This is an optimization exercise on Yosys and OpenROAD, whose aim is small area, a short achievable clock period and few clock cycles per item, not a production implementation.
For this run, only the layout was checked, not whether the RTL still works.

==> design/flow/design.v <==
module nn_mac_array #(
    parameter int LANES  = 4,
    parameter int DWIDTH = 16,
    parameter int FRAC   = 8,
    parameter int AWIDTH = 40,
    parameter int CWIDTH = 16
) (
    input  logic                    clk,
    input  logic                    rst_n,
    input  logic                    s_valid,
    output logic                    s_ready,
    input  logic                    s_last,
    input  logic [DWIDTH-1:0]       s_x,
    input  logic [LANES*DWIDTH-1:0] s_w,
    input  logic [LANES*DWIDTH-1:0] s_bias,
    input  logic                    relu_en,
    output logic                    m_valid,
    input  logic                    m_ready,
    output logic [LANES*DWIDTH-1:0] m_data,
    output logic [LANES-1:0]        m_ovf,
    output logic [CWIDTH-1:0]       m_count,
    output logic                    busy
);
    localparam logic [AWIDTH-1:0] M0 = 40'h7fffffff;
    localparam logic [AWIDTH-1:0] M1 = 40'h7ffffffd;
    localparam logic [AWIDTH-1:0] K0 = 40'hff80000000;
    localparam logic [AWIDTH-1:0] K1 = 40'h0;
    localparam logic [AWIDTH-1:0] RND = AWIDTH'(1) << (FRAC-1);
    logic s_hs;
    assign s_hs = s_valid & s_ready;
    assign busy = ~s_ready;
    logic [7:0]              enc_one, enc_two, enc_neg;
    logic [7:0]              x_one, x_two, x_neg;
    logic [7:0]              x_one_n, x_two_n, x_neg_n;
    logic [LANES*DWIDTH-1:0] w0;
    logic [DWIDTH-1:0]       b0 [LANES];
    logic                    bc0 [LANES];
    logic                    v0, l0, lv0, relu0;
    always_comb begin
        for (int j = 0; j < 8; j++) begin
            logic lo, mid, hi;
            lo  = (j == 0) ? 1'b0 : s_x[2*j-1];
            mid = s_x[2*j];
            hi  = s_x[2*j+1];
            enc_one[j] = s_hs & (mid ^ lo);
            enc_two[j] = s_hs & ((hi & ~mid & ~lo) | (~hi & mid & lo));
            enc_neg[j] = s_hs & hi;
        end
    end
    always_ff @(posedge clk) begin
        x_one   <= enc_one;
        x_two   <= enc_two;
        x_neg   <= enc_neg;
        x_one_n <= ~enc_one;
        x_two_n <= ~enc_two;
        x_neg_n <= ~enc_neg;
        w0      <= s_w;
        for (int i = 0; i < LANES; i++) begin
            logic [5:0] mid;
            mid    = {1'b0, s_bias[i*DWIDTH+6 +: 5]} + {5'b0, s_x[DWIDTH-1]};
            b0[i]  <= {s_bias[i*DWIDTH+11 +: 5], mid[4:0], s_bias[i*DWIDTH +: 6]};
            bc0[i] <= mid[5];
        end
        l0    <= s_last;
        lv0   <= s_hs & s_last;
        relu0 <= relu_en;
    end
    logic                v1, l1, relu1;
    logic [AWIDTH-1:0]   t0_q [LANES];
    logic [AWIDTH-1:0]   t1_q [LANES];
    for (genvar i = 0; i < LANES; i++) begin : g_tree
        logic [AWIDTH-1:0] t0, t1;
        nn_mac_lane_tree u_tree (
            .one (i[0] ? ~x_one_n : x_one),
            .two (i[0] ? ~x_two_n : x_two),
            .neg (i[0] ? ~x_neg_n : x_neg),
            .w   (w0[i*DWIDTH +: DWIDTH]),
            .b   (lv0 ? b0[i] : (DWIDTH'(x_neg[7]) << (14 - FRAC))),
            .bc  (lv0 & bc0[i]),
            .r0  (t0),
            .r1  (t1)
        );
        always_ff @(posedge clk) begin
            t0_q[i] <= t0;
            t1_q[i] <= t1;
        end
    end
    always_ff @(posedge clk) begin
        l1    <= l0;
        relu1 <= relu0;
    end
    logic                a_fin, a_init, a_relu;
    logic [CWIDTH-1:0]   a_cnt;
    logic [AWIDTH-1:0]   acc_q [LANES];
    logic                fin, out_free, done, relu_f;
    logic [CWIDTH-1:0]   cnt_f;
    logic [AWIDTH-1:0]   sum [LANES];
    logic [LANES-1:0]    all0, all1;
    assign fin      = (v1 & l1) | a_fin;         
    assign out_free = ~m_valid;
    assign done     = fin & out_free;             
    assign relu_f   = v1 ? relu1 : a_relu;
    assign cnt_f    = v1 ? (a_cnt + {{(CWIDTH-1){1'b0}}, ~&a_cnt}) : a_cnt;
    logic [AWIDTH-1:0] add_a [LANES];
    logic [AWIDTH-1:0] add_b [LANES];
    logic [AWIDTH-1:0] add_s [LANES];
    for (genvar i = 0; i < LANES; i++) begin : g_add
        logic [AWIDTH-1:0] y0, y1;
        assign y0       = (t0_q[i] & M0) | K0;
        assign y1       = (t1_q[i] & M1) | K1;
        assign add_a[i] = acc_q[i] ^ y0 ^ y1;
        assign add_b[i] = ((acc_q[i] & y0) | (acc_q[i] & y1) | (y0 & y1)) << 1;
        nn_mac_add u_add (.a(add_a[i]), .b(add_b[i]), .s(add_s[i]));
    end
    always_comb begin
        for (int i = 0; i < LANES; i++) begin
            logic [AWIDTH-1:0] p, q;
            p      = add_a[i];
            q      = add_b[i];
            sum[i] = add_s[i];
            begin
                logic ok0, ok1;
                ok0 = 1'b1;
                ok1 = 1'b1;
                for (int k = FRAC+DWIDTH; k < AWIDTH; k++) begin
                    ok0 &= ~((p[k] ^ q[k]) ^ (p[k-1] | q[k-1]));
                    ok1 &=  ((p[k] ^ q[k]) ^ (p[k-1] & q[k-1]));
                end
                all0[i] = ok0 & ~sum[i][FRAC+DWIDTH-1];
                all1[i] = ok1 &  sum[i][FRAC+DWIDTH-1];
            end
        end
    end
    always_ff @(posedge clk) begin
        a_relu <= relu_f;
        a_cnt  <= (done | a_init) ? '0 : cnt_f;
        for (int i = 0; i < LANES; i++)
            acc_q[i] <= (done | a_init) ? RND : sum[i];
    end
    logic [DWIDTH-1:0] o_q   [LANES];
    logic [LANES-1:0]  o_neg;
    logic              o_relu;
    always_ff @(posedge clk) begin
        if (done) begin
            m_count <= cnt_f;
            o_relu  <= relu_f;
            for (int i = 0; i < LANES; i++) begin
                m_ovf[i] <= ~(all0[i] | all1[i]);
                o_neg[i] <= sum[i][AWIDTH-1];
                o_q[i]   <= sum[i][FRAC +: DWIDTH];
            end
        end
    end
    always_comb begin
        for (int i = 0; i < LANES; i++) begin
            logic [DWIDTH-1:0] r;
            r = m_ovf[i] ? {o_neg[i], {(DWIDTH-1){~o_neg[i]}}} : o_q[i];
            if (o_relu && r[DWIDTH-1]) r = '0;
            m_data[i*DWIDTH +: DWIDTH] = r;
        end
    end
    logic       a_fin_d, m_valid_d;
    logic [2:0] closed_d;
    assign a_fin_d   = fin & ~out_free;
    assign m_valid_d = done | (m_valid & ~m_ready);
    assign closed_d  = {2'b0, s_hs & s_last} + {2'b0, v0 & l0} + {2'b0, a_fin_d} + {2'b0, m_valid_d};
    always_ff @(posedge clk or negedge rst_n) begin
        if (!rst_n) begin
            s_ready <= 1'b0;
            v0      <= 1'b0;
            v1      <= 1'b0;
            a_fin   <= 1'b0;
            a_init  <= 1'b1;
            m_valid <= 1'b0;
        end else begin
            s_ready <= (closed_d <= 3'd1);
            v0      <= s_hs;
            v1      <= v0;
            a_fin   <= a_fin_d;
            a_init  <= 1'b0;
            m_valid <= m_valid_d;
        end
    end
endmodule
module nn_mac_lane_tree (
    input  logic [7:0]  one, two, neg,
    input  logic [15:0] w,
    input  logic [15:0] b,
    input  logic        bc,
    output logic [39:0] r0, r1
);
    wire pp1 = (one[0] & w[0]) ^ neg[0];
    wire pp2 = ((one[0] & w[1]) | (two[0] & w[0])) ^ neg[0];
    wire pp3 = ((one[0] & w[2]) | (two[0] & w[1])) ^ neg[0];
    wire pp4 = ((one[0] & w[3]) | (two[0] & w[2])) ^ neg[0];
    wire pp5 = ((one[0] & w[4]) | (two[0] & w[3])) ^ neg[0];
    wire pp6 = ((one[0] & w[5]) | (two[0] & w[4])) ^ neg[0];
    wire pp7 = ((one[0] & w[6]) | (two[0] & w[5])) ^ neg[0];
    wire pp8 = ((one[0] & w[7]) | (two[0] & w[6])) ^ neg[0];
    wire pp9 = ((one[0] & w[8]) | (two[0] & w[7])) ^ neg[0];
    wire pp10 = ((one[0] & w[9]) | (two[0] & w[8])) ^ neg[0];
    wire pp11 = ((one[0] & w[10]) | (two[0] & w[9])) ^ neg[0];
    wire pp12 = ((one[0] & w[11]) | (two[0] & w[10])) ^ neg[0];
    wire pp13 = ((one[0] & w[12]) | (two[0] & w[11])) ^ neg[0];
    wire pp14 = ((one[0] & w[13]) | (two[0] & w[12])) ^ neg[0];
    wire pp15 = ((one[0] & w[14]) | (two[0] & w[13])) ^ neg[0];
    wire pp16 = ((one[0] & w[15]) | (two[0] & w[14])) ^ neg[0];
    wire pp17 = ((one[0] | two[0]) & w[15]) ^ neg[0];
    wire pn18 = ~pp17;
    wire pp19 = (one[1] & w[0]) ^ neg[1];
    wire pp20 = ((one[1] & w[1]) | (two[1] & w[0])) ^ neg[1];
    wire pp21 = ((one[1] & w[2]) | (two[1] & w[1])) ^ neg[1];
    wire pp22 = ((one[1] & w[3]) | (two[1] & w[2])) ^ neg[1];
    wire pp23 = ((one[1] & w[4]) | (two[1] & w[3])) ^ neg[1];
    wire pp24 = ((one[1] & w[5]) | (two[1] & w[4])) ^ neg[1];
    wire pp25 = ((one[1] & w[6]) | (two[1] & w[5])) ^ neg[1];
    wire pp26 = ((one[1] & w[7]) | (two[1] & w[6])) ^ neg[1];
    wire pp27 = ((one[1] & w[8]) | (two[1] & w[7])) ^ neg[1];
    wire pp28 = ((one[1] & w[9]) | (two[1] & w[8])) ^ neg[1];
    wire pp29 = ((one[1] & w[10]) | (two[1] & w[9])) ^ neg[1];
    wire pp30 = ((one[1] & w[11]) | (two[1] & w[10])) ^ neg[1];
    wire pp31 = ((one[1] & w[12]) | (two[1] & w[11])) ^ neg[1];
    wire pp32 = ((one[1] & w[13]) | (two[1] & w[12])) ^ neg[1];
    wire pp33 = ((one[1] & w[14]) | (two[1] & w[13])) ^ neg[1];
    wire pp34 = ((one[1] & w[15]) | (two[1] & w[14])) ^ neg[1];
    wire pp35 = ~(((one[1] | two[1]) & w[15]) ^ neg[1]);
    wire pp36 = (one[2] & w[0]) ^ neg[2];
    wire pp37 = ((one[2] & w[1]) | (two[2] & w[0])) ^ neg[2];
    wire pp38 = ((one[2] & w[2]) | (two[2] & w[1])) ^ neg[2];
    wire pp39 = ((one[2] & w[3]) | (two[2] & w[2])) ^ neg[2];
    wire pp40 = ((one[2] & w[4]) | (two[2] & w[3])) ^ neg[2];
    wire pp41 = ((one[2] & w[5]) | (two[2] & w[4])) ^ neg[2];
    wire pp42 = ((one[2] & w[6]) | (two[2] & w[5])) ^ neg[2];
    wire pp43 = ((one[2] & w[7]) | (two[2] & w[6])) ^ neg[2];
    wire pp44 = ((one[2] & w[8]) | (two[2] & w[7])) ^ neg[2];
    wire pp45 = ((one[2] & w[9]) | (two[2] & w[8])) ^ neg[2];
    wire pp46 = ((one[2] & w[10]) | (two[2] & w[9])) ^ neg[2];
    wire pp47 = ((one[2] & w[11]) | (two[2] & w[10])) ^ neg[2];
    wire pp48 = ((one[2] & w[12]) | (two[2] & w[11])) ^ neg[2];
    wire pp49 = ((one[2] & w[13]) | (two[2] & w[12])) ^ neg[2];
    wire pp50 = ((one[2] & w[14]) | (two[2] & w[13])) ^ neg[2];
    wire pp51 = ((one[2] & w[15]) | (two[2] & w[14])) ^ neg[2];
    wire pp52 = ~(((one[2] | two[2]) & w[15]) ^ neg[2]);
    wire pp53 = (one[3] & w[0]) ^ neg[3];
    wire pp54 = ((one[3] & w[1]) | (two[3] & w[0])) ^ neg[3];
    wire pp55 = ((one[3] & w[2]) | (two[3] & w[1])) ^ neg[3];
    wire pp56 = ((one[3] & w[3]) | (two[3] & w[2])) ^ neg[3];
    wire pp57 = ((one[3] & w[4]) | (two[3] & w[3])) ^ neg[3];
    wire pp58 = ((one[3] & w[5]) | (two[3] & w[4])) ^ neg[3];
    wire pp59 = ((one[3] & w[6]) | (two[3] & w[5])) ^ neg[3];
    wire pp60 = ((one[3] & w[7]) | (two[3] & w[6])) ^ neg[3];
    wire pp61 = ((one[3] & w[8]) | (two[3] & w[7])) ^ neg[3];
    wire pp62 = ((one[3] & w[9]) | (two[3] & w[8])) ^ neg[3];
    wire pp63 = ((one[3] & w[10]) | (two[3] & w[9])) ^ neg[3];
    wire pp64 = ((one[3] & w[11]) | (two[3] & w[10])) ^ neg[3];
    wire pp65 = ((one[3] & w[12]) | (two[3] & w[11])) ^ neg[3];
    wire pp66 = ((one[3] & w[13]) | (two[3] & w[12])) ^ neg[3];
    wire pp67 = ((one[3] & w[14]) | (two[3] & w[13])) ^ neg[3];
    wire pp68 = ((one[3] & w[15]) | (two[3] & w[14])) ^ neg[3];
    wire pp69 = ~(((one[3] | two[3]) & w[15]) ^ neg[3]);
    wire pp70 = (one[4] & w[0]) ^ neg[4];
    wire pp71 = ((one[4] & w[1]) | (two[4] & w[0])) ^ neg[4];
    wire pp72 = ((one[4] & w[2]) | (two[4] & w[1])) ^ neg[4];
    wire pp73 = ((one[4] & w[3]) | (two[4] & w[2])) ^ neg[4];
    wire pp74 = ((one[4] & w[4]) | (two[4] & w[3])) ^ neg[4];
    wire pp75 = ((one[4] & w[5]) | (two[4] & w[4])) ^ neg[4];
    wire pp76 = ((one[4] & w[6]) | (two[4] & w[5])) ^ neg[4];
    wire pp77 = ((one[4] & w[7]) | (two[4] & w[6])) ^ neg[4];
    wire pp78 = ((one[4] & w[8]) | (two[4] & w[7])) ^ neg[4];
    wire pp79 = ((one[4] & w[9]) | (two[4] & w[8])) ^ neg[4];
    wire pp80 = ((one[4] & w[10]) | (two[4] & w[9])) ^ neg[4];
    wire pp81 = ((one[4] & w[11]) | (two[4] & w[10])) ^ neg[4];
    wire pp82 = ((one[4] & w[12]) | (two[4] & w[11])) ^ neg[4];
    wire pp83 = ((one[4] & w[13]) | (two[4] & w[12])) ^ neg[4];
    wire pp84 = ((one[4] & w[14]) | (two[4] & w[13])) ^ neg[4];
    wire pp85 = ((one[4] & w[15]) | (two[4] & w[14])) ^ neg[4];
    wire pp86 = ~(((one[4] | two[4]) & w[15]) ^ neg[4]);
    wire pp87 = (one[5] & w[0]) ^ neg[5];
    wire pp88 = ((one[5] & w[1]) | (two[5] & w[0])) ^ neg[5];
    wire pp89 = ((one[5] & w[2]) | (two[5] & w[1])) ^ neg[5];
    wire pp90 = ((one[5] & w[3]) | (two[5] & w[2])) ^ neg[5];
    wire pp91 = ((one[5] & w[4]) | (two[5] & w[3])) ^ neg[5];
    wire pp92 = ((one[5] & w[5]) | (two[5] & w[4])) ^ neg[5];
    wire pp93 = ((one[5] & w[6]) | (two[5] & w[5])) ^ neg[5];
    wire pp94 = ((one[5] & w[7]) | (two[5] & w[6])) ^ neg[5];
    wire pp95 = ((one[5] & w[8]) | (two[5] & w[7])) ^ neg[5];
    wire pp96 = ((one[5] & w[9]) | (two[5] & w[8])) ^ neg[5];
    wire pp97 = ((one[5] & w[10]) | (two[5] & w[9])) ^ neg[5];
    wire pp98 = ((one[5] & w[11]) | (two[5] & w[10])) ^ neg[5];
    wire pp99 = ((one[5] & w[12]) | (two[5] & w[11])) ^ neg[5];
    wire pp100 = ((one[5] & w[13]) | (two[5] & w[12])) ^ neg[5];
    wire pp101 = ((one[5] & w[14]) | (two[5] & w[13])) ^ neg[5];
    wire pp102 = ((one[5] & w[15]) | (two[5] & w[14])) ^ neg[5];
    wire pp103 = ~(((one[5] | two[5]) & w[15]) ^ neg[5]);
    wire pp104 = (one[6] & w[0]) ^ neg[6];
    wire pp105 = ((one[6] & w[1]) | (two[6] & w[0])) ^ neg[6];
    wire pp106 = ((one[6] & w[2]) | (two[6] & w[1])) ^ neg[6];
    wire pp107 = ((one[6] & w[3]) | (two[6] & w[2])) ^ neg[6];
    wire pp108 = ((one[6] & w[4]) | (two[6] & w[3])) ^ neg[6];
    wire pp109 = ((one[6] & w[5]) | (two[6] & w[4])) ^ neg[6];
    wire pp110 = ((one[6] & w[6]) | (two[6] & w[5])) ^ neg[6];
    wire pp111 = ((one[6] & w[7]) | (two[6] & w[6])) ^ neg[6];
    wire pp112 = ((one[6] & w[8]) | (two[6] & w[7])) ^ neg[6];
    wire pp113 = ((one[6] & w[9]) | (two[6] & w[8])) ^ neg[6];
    wire pp114 = ((one[6] & w[10]) | (two[6] & w[9])) ^ neg[6];
    wire pp115 = ((one[6] & w[11]) | (two[6] & w[10])) ^ neg[6];
    wire pp116 = ((one[6] & w[12]) | (two[6] & w[11])) ^ neg[6];
    wire pp117 = ((one[6] & w[13]) | (two[6] & w[12])) ^ neg[6];
    wire pp118 = ((one[6] & w[14]) | (two[6] & w[13])) ^ neg[6];
    wire pp119 = ((one[6] & w[15]) | (two[6] & w[14])) ^ neg[6];
    wire pp120 = ~(((one[6] | two[6]) & w[15]) ^ neg[6]);
    wire pp121 = (one[7] & w[0]) ^ neg[7];
    wire pp122 = ((one[7] & w[1]) | (two[7] & w[0])) ^ neg[7];
    wire pp123 = ((one[7] & w[2]) | (two[7] & w[1])) ^ neg[7];
    wire pp124 = ((one[7] & w[3]) | (two[7] & w[2])) ^ neg[7];
    wire pp125 = ((one[7] & w[4]) | (two[7] & w[3])) ^ neg[7];
    wire pp126 = ((one[7] & w[5]) | (two[7] & w[4])) ^ neg[7];
    wire pp127 = ((one[7] & w[6]) | (two[7] & w[5])) ^ neg[7];
    wire pp128 = ((one[7] & w[7]) | (two[7] & w[6])) ^ neg[7];
    wire pp129 = ((one[7] & w[8]) | (two[7] & w[7])) ^ neg[7];
    wire pp130 = ((one[7] & w[9]) | (two[7] & w[8])) ^ neg[7];
    wire pp131 = ((one[7] & w[10]) | (two[7] & w[9])) ^ neg[7];
    wire pp132 = ((one[7] & w[11]) | (two[7] & w[10])) ^ neg[7];
    wire pp133 = ((one[7] & w[12]) | (two[7] & w[11])) ^ neg[7];
    wire pp134 = ((one[7] & w[13]) | (two[7] & w[12])) ^ neg[7];
    wire pp135 = ((one[7] & w[14]) | (two[7] & w[13])) ^ neg[7];
    wire pp136 = ((one[7] & w[15]) | (two[7] & w[14])) ^ neg[7];
    wire pp137 = ~(((one[7] | two[7]) & w[15]) ^ neg[7]);
    wire bn138 = ~b[15];
    wire hs139 = pp9 ^ pp25;
    wire hc140 = pp9 & pp25;
    wire hs141 = pp10 ^ pp26;
    wire hc142 = pp10 & pp26;
    wire ft143 = pp11 ^ pp27;
    wire fs144 = ft143 ^ pp42;
    wire fc145 = (pp11 & pp27) | (ft143 & pp42);
    wire hs146 = pp57 ^ pp72;
    wire hc147 = pp57 & pp72;
    wire ft148 = pp12 ^ pp28;
    wire fs149 = ft148 ^ pp43;
    wire fc150 = (pp12 & pp28) | (ft148 & pp43);
    wire hs151 = pp58 ^ pp73;
    wire hc152 = pp58 & pp73;
    wire ft153 = pp13 ^ pp29;
    wire fs154 = ft153 ^ pp44;
    wire fc155 = (pp13 & pp29) | (ft153 & pp44);
    wire ft156 = pp59 ^ pp74;
    wire fs157 = ft156 ^ pp89;
    wire fc158 = (pp59 & pp74) | (ft156 & pp89);
    wire hs159 = pp104 ^ neg[6];
    wire hc160 = pp104 & neg[6];
    wire ft161 = pp14 ^ pp30;
    wire fs162 = ft161 ^ pp45;
    wire fc163 = (pp14 & pp30) | (ft161 & pp45);
    wire ft164 = pp60 ^ pp75;
    wire fs165 = ft164 ^ pp90;
    wire fc166 = (pp60 & pp75) | (ft164 & pp90);
    wire hs167 = pp105 ^ b[5];
    wire hc168 = pp105 & b[5];
    wire ft169 = pp15 ^ pp31;
    wire fs170 = ft169 ^ pp46;
    wire fc171 = (pp15 & pp31) | (ft169 & pp46);
    wire ft172 = pp61 ^ pp76;
    wire fs173 = ft172 ^ pp91;
    wire fc174 = (pp61 & pp76) | (ft172 & pp91);
    wire ft175 = pp106 ^ pp121;
    wire fs176 = ft175 ^ b[6];
    wire fc177 = (pp106 & pp121) | (ft175 & b[6]);
    wire ft178 = pp16 ^ pp32;
    wire fs179 = ft178 ^ pp47;
    wire fc180 = (pp16 & pp32) | (ft178 & pp47);
    wire ft181 = pp62 ^ pp77;
    wire fs182 = ft181 ^ pp92;
    wire fc183 = (pp62 & pp77) | (ft181 & pp92);
    wire ft184 = pp107 ^ pp122;
    wire fs185 = ft184 ^ b[7];
    wire fc186 = (pp107 & pp122) | (ft184 & b[7]);
    wire ft187 = pp17 ^ pp33;
    wire fs188 = ft187 ^ pp48;
    wire fc189 = (pp17 & pp33) | (ft187 & pp48);
    wire ft190 = pp63 ^ pp78;
    wire fs191 = ft190 ^ pp93;
    wire fc192 = (pp63 & pp78) | (ft190 & pp93);
    wire ft193 = pp108 ^ pp123;
    wire fs194 = ft193 ^ b[8];
    wire fc195 = (pp108 & pp123) | (ft193 & b[8]);
    wire ft196 = pp17 ^ pp34;
    wire fs197 = ft196 ^ pp49;
    wire fc198 = (pp17 & pp34) | (ft196 & pp49);
    wire ft199 = pp64 ^ pp79;
    wire fs200 = ft199 ^ pp94;
    wire fc201 = (pp64 & pp79) | (ft199 & pp94);
    wire ft202 = pp109 ^ pp124;
    wire fs203 = ft202 ^ b[9];
    wire fc204 = (pp109 & pp124) | (ft202 & b[9]);
    wire ft205 = pn18 ^ pp35;
    wire fs206 = ft205 ^ pp50;
    wire fc207 = (pn18 & pp35) | (ft205 & pp50);
    wire ft208 = pp65 ^ pp80;
    wire fs209 = ft208 ^ pp95;
    wire fc210 = (pp65 & pp80) | (ft208 & pp95);
    wire ft211 = pp110 ^ pp125;
    wire fs212 = ft211 ^ b[10];
    wire fc213 = (pp110 & pp125) | (ft211 & b[10]);
    wire ft214 = pp51 ^ pp66;
    wire fs215 = ft214 ^ pp81;
    wire fc216 = (pp51 & pp66) | (ft214 & pp81);
    wire ft217 = pp96 ^ pp111;
    wire fs218 = ft217 ^ pp126;
    wire fc219 = (pp96 & pp111) | (ft217 & pp126);
    wire fs220 = ~(b[11] ^ bc);
    wire fc221 = b[11] | bc;
    wire ft222 = pp52 ^ pp67;
    wire fs223 = ft222 ^ pp82;
    wire fc224 = (pp52 & pp67) | (ft222 & pp82);
    wire ft225 = pp97 ^ pp112;
    wire fs226 = ft225 ^ pp127;
    wire fc227 = (pp97 & pp112) | (ft225 & pp127);
    wire ft228 = pp68 ^ pp83;
    wire fs229 = ft228 ^ pp98;
    wire fc230 = (pp68 & pp83) | (ft228 & pp98);
    wire hs231 = pp113 ^ pp128;
    wire hc232 = pp113 & pp128;
    wire ft233 = pp69 ^ pp84;
    wire fs234 = ft233 ^ pp99;
    wire fc235 = (pp69 & pp84) | (ft233 & pp99);
    wire hs236 = pp7 ^ pp23;
    wire hc237 = pp7 & pp23;
    wire hs238 = pp8 ^ pp24;
    wire hc239 = pp8 & pp24;
    wire ft240 = hs139 ^ pp40;
    wire fs241 = ft240 ^ pp55;
    wire fc242 = (hs139 & pp40) | (ft240 & pp55);
    wire hs243 = pp70 ^ neg[4];
    wire hc244 = pp70 & neg[4];
    wire ft245 = hs141 ^ pp41;
    wire fs246 = ft245 ^ pp56;
    wire fc247 = (hs141 & pp41) | (ft245 & pp56);
    wire ft248 = pp71 ^ b[1];
    wire fs249 = ft248 ^ hc140;
    wire fc250 = (pp71 & b[1]) | (ft248 & hc140);
    wire ft251 = fs144 ^ hs146;
    wire fs252 = ft251 ^ pp87;
    wire fc253 = (fs144 & hs146) | (ft251 & pp87);
    wire ft254 = neg[5] ^ b[2];
    wire fs255 = ft254 ^ hc142;
    wire fc256 = (neg[5] & b[2]) | (ft254 & hc142);
    wire ft257 = fs149 ^ hs151;
    wire fs258 = ft257 ^ pp88;
    wire fc259 = (fs149 & hs151) | (ft257 & pp88);
    wire ft260 = b[3] ^ fc145;
    wire fs261 = ft260 ^ hc147;
    wire fc262 = (b[3] & fc145) | (ft260 & hc147);
    wire ft263 = fs154 ^ fs157;
    wire fs264 = ft263 ^ hs159;
    wire fc265 = (fs154 & fs157) | (ft263 & hs159);
    wire ft266 = b[4] ^ fc150;
    wire fs267 = ft266 ^ hc152;
    wire fc268 = (b[4] & fc150) | (ft266 & hc152);
    wire ft269 = fs162 ^ fs165;
    wire fs270 = ft269 ^ hs167;
    wire fc271 = (fs162 & fs165) | (ft269 & hs167);
    wire ft272 = fc155 ^ fc158;
    wire fs273 = ft272 ^ hc160;
    wire fc274 = (fc155 & fc158) | (ft272 & hc160);
    wire ft275 = fs170 ^ fs173;
    wire fs276 = ft275 ^ fs176;
    wire fc277 = (fs170 & fs173) | (ft275 & fs176);
    wire ft278 = fc163 ^ fc166;
    wire fs279 = ft278 ^ hc168;
    wire fc280 = (fc163 & fc166) | (ft278 & hc168);
    wire ft281 = fs179 ^ fs182;
    wire fs282 = ft281 ^ fs185;
    wire fc283 = (fs179 & fs182) | (ft281 & fs185);
    wire ft284 = fc171 ^ fc174;
    wire fs285 = ft284 ^ fc177;
    wire fc286 = (fc171 & fc174) | (ft284 & fc177);
    wire ft287 = fs188 ^ fs191;
    wire fs288 = ft287 ^ fs194;
    wire fc289 = (fs188 & fs191) | (ft287 & fs194);
    wire ft290 = fc180 ^ fc183;
    wire fs291 = ft290 ^ fc186;
    wire fc292 = (fc180 & fc183) | (ft290 & fc186);
    wire ft293 = fs197 ^ fs200;
    wire fs294 = ft293 ^ fs203;
    wire fc295 = (fs197 & fs200) | (ft293 & fs203);
    wire ft296 = fc189 ^ fc192;
    wire fs297 = ft296 ^ fc195;
    wire fc298 = (fc189 & fc192) | (ft296 & fc195);
    wire ft299 = fs206 ^ fs209;
    wire fs300 = ft299 ^ fs212;
    wire fc301 = (fs206 & fs209) | (ft299 & fs212);
    wire ft302 = fc198 ^ fc201;
    wire fs303 = ft302 ^ fc204;
    wire fc304 = (fc198 & fc201) | (ft302 & fc204);
    wire ft305 = fs215 ^ fs218;
    wire fs306 = ft305 ^ fs220;
    wire fc307 = (fs215 & fs218) | (ft305 & fs220);
    wire ft308 = fc207 ^ fc210;
    wire fs309 = ft308 ^ fc213;
    wire fc310 = (fc207 & fc210) | (ft308 & fc213);
    wire ft311 = fs223 ^ fs226;
    wire fs312 = ft311 ^ b[12];
    wire fc313 = (fs223 & fs226) | (ft311 & b[12]);
    wire ft314 = fc216 ^ fc219;
    wire fs315 = ft314 ^ fc221;
    wire fc316 = (fc216 & fc219) | (ft314 & fc221);
    wire ft317 = fs229 ^ hs231;
    wire fs318 = ft317 ^ b[13];
    wire fc319 = (fs229 & hs231) | (ft317 & b[13]);
    wire fs320 = ~(fc224 ^ fc227);
    wire fc321 = fc224 | fc227;
    wire ft322 = fs234 ^ pp114;
    wire fs323 = ft322 ^ pp129;
    wire fc324 = (fs234 & pp114) | (ft322 & pp129);
    wire ft325 = b[14] ^ fc230;
    wire fs326 = ft325 ^ hc232;
    wire fc327 = (b[14] & fc230) | (ft325 & hc232);
    wire ft328 = pp85 ^ pp100;
    wire fs329 = ft328 ^ pp115;
    wire fc330 = (pp85 & pp100) | (ft328 & pp115);
    wire ft331 = pp130 ^ bn138;
    wire fs332 = ft331 ^ fc235;
    wire fc333 = (pp130 & bn138) | (ft331 & fc235);
    wire ft334 = pp86 ^ pp101;
    wire fs335 = ft334 ^ pp116;
    wire fc336 = (pp86 & pp101) | (ft334 & pp116);
    wire hs337 = pp102 ^ pp117;
    wire hc338 = pp102 & pp117;
    wire hs339 = pp5 ^ pp21;
    wire hc340 = pp5 & pp21;
    wire hs341 = pp6 ^ pp22;
    wire hc342 = pp6 & pp22;
    wire ft343 = hs236 ^ pp38;
    wire fs344 = ft343 ^ pp53;
    wire fc345 = (hs236 & pp38) | (ft343 & pp53);
    wire ft346 = hs238 ^ pp39;
    wire fs347 = ft346 ^ pp54;
    wire fc348 = (hs238 & pp39) | (ft346 & pp54);
    wire ft349 = fs241 ^ hs243;
    wire fs350 = ft349 ^ b[0];
    wire fc351 = (fs241 & hs243) | (ft349 & b[0]);
    wire ft352 = fs246 ^ fs249;
    wire fs353 = ft352 ^ fc242;
    wire fc354 = (fs246 & fs249) | (ft352 & fc242);
    wire ft355 = fs252 ^ fs255;
    wire fs356 = ft355 ^ fc247;
    wire fc357 = (fs252 & fs255) | (ft355 & fc247);
    wire ft358 = fs258 ^ fs261;
    wire fs359 = ft358 ^ fc253;
    wire fc360 = (fs258 & fs261) | (ft358 & fc253);
    wire ft361 = fs264 ^ fs267;
    wire fs362 = ft361 ^ fc259;
    wire fc363 = (fs264 & fs267) | (ft361 & fc259);
    wire ft364 = fs270 ^ fs273;
    wire fs365 = ft364 ^ fc265;
    wire fc366 = (fs270 & fs273) | (ft364 & fc265);
    wire ft367 = fs276 ^ fs279;
    wire fs368 = ft367 ^ fc271;
    wire fc369 = (fs276 & fs279) | (ft367 & fc271);
    wire ft370 = fs282 ^ fs285;
    wire fs371 = ft370 ^ fc277;
    wire fc372 = (fs282 & fs285) | (ft370 & fc277);
    wire ft373 = fs288 ^ fs291;
    wire fs374 = ft373 ^ fc283;
    wire fc375 = (fs288 & fs291) | (ft373 & fc283);
    wire ft376 = fs294 ^ fs297;
    wire fs377 = ft376 ^ fc289;
    wire fc378 = (fs294 & fs297) | (ft376 & fc289);
    wire ft379 = fs300 ^ fs303;
    wire fs380 = ft379 ^ fc295;
    wire fc381 = (fs300 & fs303) | (ft379 & fc295);
    wire ft382 = fs306 ^ fs309;
    wire fs383 = ft382 ^ fc301;
    wire fc384 = (fs306 & fs309) | (ft382 & fc301);
    wire ft385 = fs312 ^ fs315;
    wire fs386 = ft385 ^ fc307;
    wire fc387 = (fs312 & fs315) | (ft385 & fc307);
    wire ft388 = fs318 ^ fs320;
    wire fs389 = ft388 ^ fc313;
    wire fc390 = (fs318 & fs320) | (ft388 & fc313);
    wire ft391 = fs323 ^ fs326;
    wire fs392 = ft391 ^ fc319;
    wire fc393 = (fs323 & fs326) | (ft391 & fc319);
    wire ft394 = fs329 ^ fs332;
    wire fs395 = ft394 ^ fc324;
    wire fc396 = (fs329 & fs332) | (ft394 & fc324);
    wire ft397 = fs335 ^ pp131;
    wire fs398 = ft397 ^ fc330;
    wire fc399 = (fs335 & pp131) | (ft397 & fc330);
    wire ft400 = hs337 ^ pp132;
    wire fs401 = ft400 ^ fc336;
    wire fc402 = (hs337 & pp132) | (ft400 & fc336);
    wire ft403 = pp103 ^ pp118;
    wire fs404 = ft403 ^ pp133;
    wire fc405 = (pp103 & pp118) | (ft403 & pp133);
    wire hs406 = pp119 ^ pp134;
    wire hc407 = pp119 & pp134;
    wire hs408 = pp3 ^ pp19;
    wire hc409 = pp3 & pp19;
    wire hs410 = pp4 ^ pp20;
    wire hc411 = pp4 & pp20;
    wire ft412 = hs339 ^ pp36;
    wire fs413 = ft412 ^ neg[2];
    wire fc414 = (hs339 & pp36) | (ft412 & neg[2]);
    wire ft415 = hs341 ^ pp37;
    wire fs416 = ft415 ^ hc340;
    wire fc417 = (hs341 & pp37) | (ft415 & hc340);
    wire ft418 = fs344 ^ neg[3];
    wire fs419 = ft418 ^ hc342;
    wire fc420 = (fs344 & neg[3]) | (ft418 & hc342);
    wire ft421 = fs347 ^ hc237;
    wire fs422 = ft421 ^ fc345;
    wire fc423 = (fs347 & hc237) | (ft421 & fc345);
    wire ft424 = fs350 ^ hc239;
    wire fs425 = ft424 ^ fc348;
    wire fc426 = (fs350 & hc239) | (ft424 & fc348);
    wire ft427 = fs353 ^ hc244;
    wire fs428 = ft427 ^ fc351;
    wire fc429 = (fs353 & hc244) | (ft427 & fc351);
    wire ft430 = fs356 ^ fc250;
    wire fs431 = ft430 ^ fc354;
    wire fc432 = (fs356 & fc250) | (ft430 & fc354);
    wire ft433 = fs359 ^ fc256;
    wire fs434 = ft433 ^ fc357;
    wire fc435 = (fs359 & fc256) | (ft433 & fc357);
    wire ft436 = fs362 ^ fc262;
    wire fs437 = ft436 ^ fc360;
    wire fc438 = (fs362 & fc262) | (ft436 & fc360);
    wire ft439 = fs365 ^ fc268;
    wire fs440 = ft439 ^ fc363;
    wire fc441 = (fs365 & fc268) | (ft439 & fc363);
    wire ft442 = fs368 ^ fc274;
    wire fs443 = ft442 ^ fc366;
    wire fc444 = (fs368 & fc274) | (ft442 & fc366);
    wire ft445 = fs371 ^ fc280;
    wire fs446 = ft445 ^ fc369;
    wire fc447 = (fs371 & fc280) | (ft445 & fc369);
    wire ft448 = fs374 ^ fc286;
    wire fs449 = ft448 ^ fc372;
    wire fc450 = (fs374 & fc286) | (ft448 & fc372);
    wire ft451 = fs377 ^ fc292;
    wire fs452 = ft451 ^ fc375;
    wire fc453 = (fs377 & fc292) | (ft451 & fc375);
    wire ft454 = fs380 ^ fc298;
    wire fs455 = ft454 ^ fc378;
    wire fc456 = (fs380 & fc298) | (ft454 & fc378);
    wire ft457 = fs383 ^ fc304;
    wire fs458 = ft457 ^ fc381;
    wire fc459 = (fs383 & fc304) | (ft457 & fc381);
    wire ft460 = fs386 ^ fc310;
    wire fs461 = ft460 ^ fc384;
    wire fc462 = (fs386 & fc310) | (ft460 & fc384);
    wire ft463 = fs389 ^ fc316;
    wire fs464 = ft463 ^ fc387;
    wire fc465 = (fs389 & fc316) | (ft463 & fc387);
    wire ft466 = fs392 ^ fc321;
    wire fs467 = ft466 ^ fc390;
    wire fc468 = (fs392 & fc321) | (ft466 & fc390);
    wire ft469 = fs395 ^ fc327;
    wire fs470 = ft469 ^ fc393;
    wire fc471 = (fs395 & fc327) | (ft469 & fc393);
    wire ft472 = fs398 ^ fc333;
    wire fs473 = ft472 ^ fc396;
    wire fc474 = (fs398 & fc333) | (ft472 & fc396);
    wire fs475 = ~(fs401 ^ fc399);
    wire fc476 = fs401 | fc399;
    wire ft477 = fs404 ^ hc338;
    wire fs478 = ft477 ^ fc402;
    wire fc479 = (fs404 & hc338) | (ft477 & fc402);
    wire fs480 = ~(hs406 ^ fc405);
    wire fc481 = hs406 | fc405;
    wire ft482 = pp120 ^ pp135;
    wire fs483 = ft482 ^ hc407;
    wire fc484 = (pp120 & pp135) | (ft482 & hc407);
    wire fn485 = ~pp136;
    assign r0[0] = pp1;
    assign r0[1] = pp2;
    assign r0[2] = hs408;
    assign r0[3] = hs410;
    assign r0[4] = fs413;
    assign r0[5] = fs416;
    assign r0[6] = fs419;
    assign r0[7] = fs422;
    assign r0[8] = fs425;
    assign r0[9] = fs428;
    assign r0[10] = fs431;
    assign r0[11] = fs434;
    assign r0[12] = fs437;
    assign r0[13] = fs440;
    assign r0[14] = fs443;
    assign r0[15] = fs446;
    assign r0[16] = fs449;
    assign r0[17] = fs452;
    assign r0[18] = fs455;
    assign r0[19] = fs458;
    assign r0[20] = fs461;
    assign r0[21] = fs464;
    assign r0[22] = fs467;
    assign r0[23] = fs470;
    assign r0[24] = fs473;
    assign r0[25] = fs475;
    assign r0[26] = fs478;
    assign r0[27] = fs480;
    assign r0[28] = fs483;
    assign r0[29] = fn485;
    assign r0[30] = pp137;
    assign r0[31] = 1'b1;
    assign r0[32] = 1'b1;
    assign r0[33] = 1'b1;
    assign r0[34] = 1'b1;
    assign r0[35] = 1'b1;
    assign r0[36] = 1'b1;
    assign r0[37] = 1'b1;
    assign r0[38] = 1'b1;
    assign r0[39] = 1'b1;
    assign r1[0] = neg[0];
    assign r1[1] = 1'b0;
    assign r1[2] = neg[1];
    assign r1[3] = hc409;
    assign r1[4] = hc411;
    assign r1[5] = fc414;
    assign r1[6] = fc417;
    assign r1[7] = fc420;
    assign r1[8] = fc423;
    assign r1[9] = fc426;
    assign r1[10] = fc429;
    assign r1[11] = fc432;
    assign r1[12] = fc435;
    assign r1[13] = fc438;
    assign r1[14] = fc441;
    assign r1[15] = fc444;
    assign r1[16] = fc447;
    assign r1[17] = fc450;
    assign r1[18] = fc453;
    assign r1[19] = fc456;
    assign r1[20] = fc459;
    assign r1[21] = fc462;
    assign r1[22] = fc465;
    assign r1[23] = fc468;
    assign r1[24] = fc471;
    assign r1[25] = fc474;
    assign r1[26] = fc476;
    assign r1[27] = fc479;
    assign r1[28] = fc481;
    assign r1[29] = fc484;
    assign r1[30] = pp136;
    assign r1[31] = 1'b0;
    assign r1[32] = 1'b0;
    assign r1[33] = 1'b0;
    assign r1[34] = 1'b0;
    assign r1[35] = 1'b0;
    assign r1[36] = 1'b0;
    assign r1[37] = 1'b0;
    assign r1[38] = 1'b0;
    assign r1[39] = 1'b0;
endmodule
module nn_mac_add (
    input  logic [39:0] a, b,
    output logic [39:0] s
);
    logic [39:0] g0, p0, h0;
    assign g0 = a & b;
    assign p0 = a | b;    
    assign h0 = a ^ b;    
    wire g1_1 = g0[1] | (p0[1] & g0[0]);
    wire g1_3 = g0[3] | (p0[3] & g0[2]);
    wire p1_3 = p0[3] & p0[2];
    wire g1_5 = g0[5] | (p0[5] & g0[4]);
    wire p1_5 = p0[5] & p0[4];
    wire g1_7 = g0[7] | (p0[7] & g0[6]);
    wire p1_7 = p0[7] & p0[6];
    wire g1_9 = g0[9] | (p0[9] & g0[8]);
    wire p1_9 = p0[9] & p0[8];
    wire g1_11 = g0[11] | (p0[11] & g0[10]);
    wire p1_11 = p0[11] & p0[10];
    wire g1_13 = g0[13] | (p0[13] & g0[12]);
    wire p1_13 = p0[13] & p0[12];
    wire g1_15 = g0[15] | (p0[15] & g0[14]);
    wire p1_15 = p0[15] & p0[14];
    wire g1_17 = g0[17] | (p0[17] & g0[16]);
    wire p1_17 = p0[17] & p0[16];
    wire g1_19 = g0[19] | (p0[19] & g0[18]);
    wire p1_19 = p0[19] & p0[18];
    wire g1_21 = g0[21] | (p0[21] & g0[20]);
    wire p1_21 = p0[21] & p0[20];
    wire g1_23 = g0[23] | (p0[23] & g0[22]);
    wire p1_23 = p0[23] & p0[22];
    wire g1_25 = g0[25] | (p0[25] & g0[24]);
    wire p1_25 = p0[25] & p0[24];
    wire g1_27 = g0[27] | (p0[27] & g0[26]);
    wire p1_27 = p0[27] & p0[26];
    wire g1_29 = g0[29] | (p0[29] & g0[28]);
    wire p1_29 = p0[29] & p0[28];
    wire g1_31 = g0[31] | (p0[31] & g0[30]);
    wire p1_31 = p0[31] & p0[30];
    wire g1_33 = g0[33] | (p0[33] & g0[32]);
    wire p1_33 = p0[33] & p0[32];
    wire g1_35 = g0[35] | (p0[35] & g0[34]);
    wire p1_35 = p0[35] & p0[34];
    wire g1_37 = g0[37] | (p0[37] & g0[36]);
    wire p1_37 = p0[37] & p0[36];
    wire g1_39 = g0[39] | (p0[39] & g0[38]);
    wire p1_39 = p0[39] & p0[38];
    wire g2_2 = g0[2] | (p0[2] & g1_1);
    wire g2_3 = g1_3 | (p1_3 & g1_1);
    wire g2_6 = g0[6] | (p0[6] & g1_5);
    wire p2_6 = p0[6] & p1_5;
    wire g2_7 = g1_7 | (p1_7 & g1_5);
    wire p2_7 = p1_7 & p1_5;
    wire g2_10 = g0[10] | (p0[10] & g1_9);
    wire p2_10 = p0[10] & p1_9;
    wire g2_11 = g1_11 | (p1_11 & g1_9);
    wire p2_11 = p1_11 & p1_9;
    wire g2_14 = g0[14] | (p0[14] & g1_13);
    wire p2_14 = p0[14] & p1_13;
    wire g2_15 = g1_15 | (p1_15 & g1_13);
    wire p2_15 = p1_15 & p1_13;
    wire g2_18 = g0[18] | (p0[18] & g1_17);
    wire p2_18 = p0[18] & p1_17;
    wire g2_19 = g1_19 | (p1_19 & g1_17);
    wire p2_19 = p1_19 & p1_17;
    wire g2_22 = g0[22] | (p0[22] & g1_21);
    wire p2_22 = p0[22] & p1_21;
    wire g2_23 = g1_23 | (p1_23 & g1_21);
    wire p2_23 = p1_23 & p1_21;
    wire g2_26 = g0[26] | (p0[26] & g1_25);
    wire p2_26 = p0[26] & p1_25;
    wire g2_27 = g1_27 | (p1_27 & g1_25);
    wire p2_27 = p1_27 & p1_25;
    wire g2_30 = g0[30] | (p0[30] & g1_29);
    wire p2_30 = p0[30] & p1_29;
    wire g2_31 = g1_31 | (p1_31 & g1_29);
    wire p2_31 = p1_31 & p1_29;
    wire g2_34 = g0[34] | (p0[34] & g1_33);
    wire p2_34 = p0[34] & p1_33;
    wire g2_35 = g1_35 | (p1_35 & g1_33);
    wire p2_35 = p1_35 & p1_33;
    wire g2_38 = g0[38] | (p0[38] & g1_37);
    wire p2_38 = p0[38] & p1_37;
    wire g2_39 = g1_39 | (p1_39 & g1_37);
    wire p2_39 = p1_39 & p1_37;
    wire g3_4 = g0[4] | (p0[4] & g2_3);
    wire g3_5 = g1_5 | (p1_5 & g2_3);
    wire g3_6 = g2_6 | (p2_6 & g2_3);
    wire g3_7 = g2_7 | (p2_7 & g2_3);
    wire g3_12 = g0[12] | (p0[12] & g2_11);
    wire p3_12 = p0[12] & p2_11;
    wire g3_13 = g1_13 | (p1_13 & g2_11);
    wire p3_13 = p1_13 & p2_11;
    wire g3_14 = g2_14 | (p2_14 & g2_11);
    wire p3_14 = p2_14 & p2_11;
    wire g3_15 = g2_15 | (p2_15 & g2_11);
    wire p3_15 = p2_15 & p2_11;
    wire g3_20 = g0[20] | (p0[20] & g2_19);
    wire p3_20 = p0[20] & p2_19;
    wire g3_21 = g1_21 | (p1_21 & g2_19);
    wire p3_21 = p1_21 & p2_19;
    wire g3_22 = g2_22 | (p2_22 & g2_19);
    wire p3_22 = p2_22 & p2_19;
    wire g3_23 = g2_23 | (p2_23 & g2_19);
    wire p3_23 = p2_23 & p2_19;
    wire g3_28 = g0[28] | (p0[28] & g2_27);
    wire p3_28 = p0[28] & p2_27;
    wire g3_29 = g1_29 | (p1_29 & g2_27);
    wire p3_29 = p1_29 & p2_27;
    wire g3_30 = g2_30 | (p2_30 & g2_27);
    wire p3_30 = p2_30 & p2_27;
    wire g3_31 = g2_31 | (p2_31 & g2_27);
    wire p3_31 = p2_31 & p2_27;
    wire g3_36 = g0[36] | (p0[36] & g2_35);
    wire p3_36 = p0[36] & p2_35;
    wire g3_37 = g1_37 | (p1_37 & g2_35);
    wire p3_37 = p1_37 & p2_35;
    wire g3_38 = g2_38 | (p2_38 & g2_35);
    wire p3_38 = p2_38 & p2_35;
    wire g3_39 = g2_39 | (p2_39 & g2_35);
    wire p3_39 = p2_39 & p2_35;
    wire g4_8 = g0[8] | (p0[8] & g3_7);
    wire g4_9 = g1_9 | (p1_9 & g3_7);
    wire g4_10 = g2_10 | (p2_10 & g3_7);
    wire g4_11 = g2_11 | (p2_11 & g3_7);
    wire g4_12 = g3_12 | (p3_12 & g3_7);
    wire g4_13 = g3_13 | (p3_13 & g3_7);
    wire g4_14 = g3_14 | (p3_14 & g3_7);
    wire g4_15 = g3_15 | (p3_15 & g3_7);
    wire g4_24 = g0[24] | (p0[24] & g3_23);
    wire p4_24 = p0[24] & p3_23;
    wire g4_25 = g1_25 | (p1_25 & g3_23);
    wire p4_25 = p1_25 & p3_23;
    wire g4_26 = g2_26 | (p2_26 & g3_23);
    wire p4_26 = p2_26 & p3_23;
    wire g4_27 = g2_27 | (p2_27 & g3_23);
    wire p4_27 = p2_27 & p3_23;
    wire g4_28 = g3_28 | (p3_28 & g3_23);
    wire p4_28 = p3_28 & p3_23;
    wire g4_29 = g3_29 | (p3_29 & g3_23);
    wire p4_29 = p3_29 & p3_23;
    wire g4_30 = g3_30 | (p3_30 & g3_23);
    wire p4_30 = p3_30 & p3_23;
    wire g4_31 = g3_31 | (p3_31 & g3_23);
    wire p4_31 = p3_31 & p3_23;
    wire g5_16 = g0[16] | (p0[16] & g4_15);
    wire g5_17 = g1_17 | (p1_17 & g4_15);
    wire g5_18 = g2_18 | (p2_18 & g4_15);
    wire g5_19 = g2_19 | (p2_19 & g4_15);
    wire g5_20 = g3_20 | (p3_20 & g4_15);
    wire g5_21 = g3_21 | (p3_21 & g4_15);
    wire g5_22 = g3_22 | (p3_22 & g4_15);
    wire g5_23 = g3_23 | (p3_23 & g4_15);
    wire g5_24 = g4_24 | (p4_24 & g4_15);
    wire g5_25 = g4_25 | (p4_25 & g4_15);
    wire g5_26 = g4_26 | (p4_26 & g4_15);
    wire g5_27 = g4_27 | (p4_27 & g4_15);
    wire g5_28 = g4_28 | (p4_28 & g4_15);
    wire g5_29 = g4_29 | (p4_29 & g4_15);
    wire g5_30 = g4_30 | (p4_30 & g4_15);
    wire g5_31 = g4_31 | (p4_31 & g4_15);
    wire g6_32 = g0[32] | (p0[32] & g5_31);
    wire g6_33 = g1_33 | (p1_33 & g5_31);
    wire g6_34 = g2_34 | (p2_34 & g5_31);
    wire g6_35 = g2_35 | (p2_35 & g5_31);
    wire g6_36 = g3_36 | (p3_36 & g5_31);
    wire g6_37 = g3_37 | (p3_37 & g5_31);
    wire g6_38 = g3_38 | (p3_38 & g5_31);
    wire g6_39 = g3_39 | (p3_39 & g5_31);
    assign s = h0 ^ {g6_38, g6_37, g6_36, g6_35, g6_34, g6_33, g6_32, g5_31, g5_30, g5_29, g5_28, g5_27, g5_26, g5_25, g5_24, g5_23, g5_22, g5_21, g5_20, g5_19, g5_18, g5_17, g5_16, g4_15, g4_14, g4_13, g4_12, g4_11, g4_10, g4_9, g4_8, g3_7, g3_6, g3_5, g3_4, g2_3, g2_2, g1_1, g0[0], 1'b0};
endmodule
==> design/flow/run.sh <==
#!/bin/bash
# synth_recipe.tcl (not shown) runs the flow's synth.tcl, then flattens the netlist and writes it again
# the make line also repeats each setting of config.mk as NAME=value (left out here)
make -C /OpenROAD-flow-scripts/flow DESIGN_CONFIG=/design/flow/config.mk WORK_HOME=/design/flow/orfs CLKGATE_MAP_FILE= SYNTH_SCRIPT=/design/flow/synth_recipe.tcl finish
==> design/flow/config.mk <==
export PLATFORM = sky130hd
export DESIGN_NAME = nn_mac_array
export DESIGN_NICKNAME = nn_mac_array
export VERILOG_FILES = /design/flow/design.v
export SDC_FILE = /design/flow/constraint.sdc
export NUM_CORES = 4
export LEC_CHECK = 0
export CAP_MARGIN = 20
export CORE_MARGIN = 2
export CORE_UTILIZATION = 40
export SETUP_SLACK_MARGIN = 4.2
export SLEW_MARGIN = 20
==> design/flow/constraint.sdc <==
create_clock -name core_clock -period 8.0 [get_ports {clk}]
set_input_delay 1.6000 -clock core_clock [delete_from_list [all_inputs] [get_ports {clk}]]
set_output_delay 1.6000 -clock core_clock [all_outputs]
set_load 0.01 [all_outputs]
==> results.txt <==
critical path's slowest cell clkdlybuf4s50_1; Startpoint Class flip-flop; ys async rst share less than 1%; root buf cell clkbuf_16; sum of negative setup slack 0 ps; MaxCap Viol Count 0; final setup skew about 42 ps; number of port buffers 236; post-route non-filler standard cell count roughly 7000; Required @ worst endpoint around 6400 ps; critical path cell sequence buf_12 > a22o_4 > nor2_1 > clkdlybuf4s50_1; Clock Latency Late Sink 710 ps; Max Slew Vio Count 0; CTS max path bufs 3; share of layout cells above drive strength 1 about 6.4%; post-synthesis cell type count 66; die height between 300 and 400 um; DR DRC count 0; Final Core Density 45.9%; Final nets approximately 6300; Yosys reg bits 697; Vias/cell roughly 5.1; drt total wl around 140 mm; Post-Synthesis Cells 5139; Worst Setup End Kind primary output; worst min-delay path class reg2reg; hold_buf cts 0; IO Pins 237; first-pass GRT wire length between 200 and 250 mm; final hold viol count 0; Num CTS Buffers 86; fill cell count between 10000 and 15000; RSZ-0062 raised after global routing true; relative slew slack 31.4%; initial DRC count ~2500; Worst path max stage delay about 540 ps; Final ANT Viol Nets 0; HPWL after DPL approximately 100 mm; initial core utilization between 40 and 50%; total grt overflow 0; post-layout min period approximately 3900 ps; Synthesis Warnings 20; Peak Freq roughly 260 MHz; initial antenna violation count 6; die area around 0.13 mm^2; Post-synth EDFFs 89; Core Area ~0.13 mm^2; Placed Area about 0.055 mm^2; Top FF cell, synth dfxtp_1; Worst-Margin Slew 1030 ps; die span in x about 360 um; largest net degree at the start of global routing slightly below 70; crit-path max FO 9; Worst-path clk slew roughly 60 ps; synthesized cell area approximately 0.05 mm^2; via count 35400; Crit Path Category reg2out; Seq/Total Area, Yosys a little under 30%; placed cells approximately 6800; final setup violation count 0; Rows between 100 and 150; GRT Overall Usage between 20% and 30%; vias in the first global route 37500; Syn Area/Cell 10.0 um^2; period utilisation layout between 40 and 50%; CTS H-tree lvls 3; post-route cell area 0.0586 mm^2; Clock Sinks between 600 and 700; GP Congestion 0.868; clock tree from TritonCTS done; Net Count, Synth between 6000 and 7000; DRT Pass-1 Iters 6; Arr. time, crit path about 2300 ps; status timing/DRC/antenna clean; area grow syn2layout 13.7%; drt wl/cell about 20 um
state kept, by name, indices dropped and copies added, names as in the netlist, 8 cells and up:
signal    flops
x_neg_n       8
x_one         8
m_count      16
x_neg         8
b0           64
x_one_n       8
o_q          64
x_two         8
x_two_n       8
g_add.y0    124
a_cnt        16
acc_q       160
g_add.y1    116
w0           64
what timing repair did:
| item | 4_1_cts | 5_1_grt |
|---|---|---|
| gates resized for setup | 93 | 77 |
| cloned | 2 | 0 |
| buffers inserted | 21 | 7 |
| endpoints found under the setup margin | 157 | 98 |
| pin swaps | 4 | 4 |
through the flow:
stage | setup slack (ps) | hold slack [ps]
floorplan | 4230 | 310
global placement | 3620 | 318
detailed placement | 3660 | 319
CTS | 3970 | 336
global route | 4030 | 338
finish | 4100 | 335
cell usage in the layout (no fill, tap or decap), drive strengths merged, types with 11 or more instances in the layout:
| cell type | count |
|---|---|
| a21o | 11 |
| a21oi | 100 |
| a22oi | 242 |
| and2 | 139 |
| buf | 80 |
| clkbuf | 139 |
| clkdlybuf4s50 | 173 |
| clkinv | 21 |
| dfxtp | 602 |
| dlygate4sd2 | 34 |
| edfxtp | 89 |
| fa | 573 |
| ha | 392 |
| inv | 882 |
| nand2 | 144 |
| nand2b | 37 |
| nand3 | 21 |
| nand4 | 21 |
| nor2 | 255 |
| nor2b | 13 |
| nor3 | 20 |
| nor4 | 26 |
| o21ai | 52 |
| o21bai | 29 |
| o22ai | 240 |
| o31ai | 24 |
| or2 | 13 |
| or3 | 13 |
| xnor2 | 472 |
| xor2 | 336 |
worst paths after layout:
path                            slack (ps)  cells past startpoint        from              end
worst max-delay path                  4100                      4      o_relu       m_data[50]
worst max register to register        4260                      8  x_neg_n[1]  g_add[3].y0[18]
max in group asynchronous             6560                      1       rst_n           a_init
min in group asynchronous             1160                      1       rst_n          m_valid
worst min-delay path                   330                      0       relu0            relu1
worst min register to register         330                      0       relu0            relu1
area by class of cell:
| class | instances | area (um^2) | area share [%] |
|---|---|---|---|
| repair buffers | 314 | 2890 | 4.93 |
| well taps | 1662 | 2080 | 3.55 |
| inverters | 881 | 3330 | 5.68 |
| clock inverters | 36 | 373 | 0.637 |
| multi-input cells | 3254 | 32400 | 55.3 |
| flip-flops and latches | 697 | 14900 | 25.5 |
| clock buffers | 123 | 2580 | 4.40 |
| diodes | 1 | 2.50 | 0.00427 |
cell usage after synthesis (all sizes together) (5+ instances only):
cell type,count,area (um^2)
nor2b,12,75.1
dfxtp,602,12100
xor2,336,2940
dfrtp,5,125
buf,42,158
and2,139,870
nand4,21,131
o22ai,240,1500
a21o,11,82.6
clkbuf,267,1000
or2,13,81.3
o21a,5,37.5
o21bai,29,218
xnor2,472,4130
or3,13,91.3
nand2,144,541
a221oi,6,52.6
edfxtp,89,2670
nor3,20,110
fa,573,11500
inv,877,3290
nor4,26,163
ha,392,4900
a22oi,242,1820
mux2i,8,80.1
a21oi,100,508
nand2b,37,231
nand3,21,105
mux2,5,56.3
o21ai,52,272
o41ai,6,86.3
a211oi,8,75.1
nor2,255,957
o31ai,24,185
per-layer routing:
| layer | routed length, um | part of all wire (%) | GRT usage [%] | vias up |
|---|---|---|---|---|
| met2 | 60400 | 43 | 32.6 | 1291 |
| met3 | 10900 | 7.8 | 4.60 | 241 |
| met4 | 4210 | 3.0 | 7.55 | 6 |
| met1 | 63700 | 46 | 30.2 | 17400 |
| met5 | 30 | 0.022 | 0 | - |
| li1 | - | - | - | 16400 |
cells by family after synthesis:
family                   count (synthesis)  share of synthesized area, %
other                                    1                       0.00728
flip-flops                             697                          28.9
buffers and inverters                 1190                          8.67
multiplexers                            13                         0.265
XOR/XNOR                               808                          13.7
adder cells (fa/ha/maj)                965                          31.8
AND/OR/NAND/NOR                        717                          6.75
AO/OA/AOI/OAI                          748                          9.91
critical path: cells and delay by family (launching register included):
kind	cells	cell delay (ps)
compound gates	1	290
buf+inv	2	740
flops	1	450
simple gates	1	120

port drivers added, routing unchanged:
No port has a modelled driver above. Below, the same layout with a new extraction and two added sets of constraints. Step 1 (the two cells are an assumption about what drives the block):
set clk [get_ports {clk}]
set_driving_cell -lib_cell sky130_fd_sc_hd__clkbuf_16 $clk
set_driving_cell -lib_cell sky130_fd_sc_hd__buf_2 [delete_from_list [all_inputs] $clk]
Step 2 adds t to the input delays and takes it off the output delays; t is the mean of the earliest and latest rising clock arrival at the registers after step 1. Input paths then give back, and output paths get back, about the clock's delay inside the block. Slacks: no drivers / after step 1 / after step 2; pairs: no drivers / after step 1.
t, ns: 0.756
setup slack, ns: 4.100 / 4.029 / 4.259
hold WS [ns]: 0.335 / 0.335 / 0.335
worst setup path at the end: register to register
clock arrival spread, ns: 0.042 / 0.043
After both steps this run still meets setup and hold. The setup slack of this run moves by -0.071 ns with the drivers and by +0.159 ns with both steps.
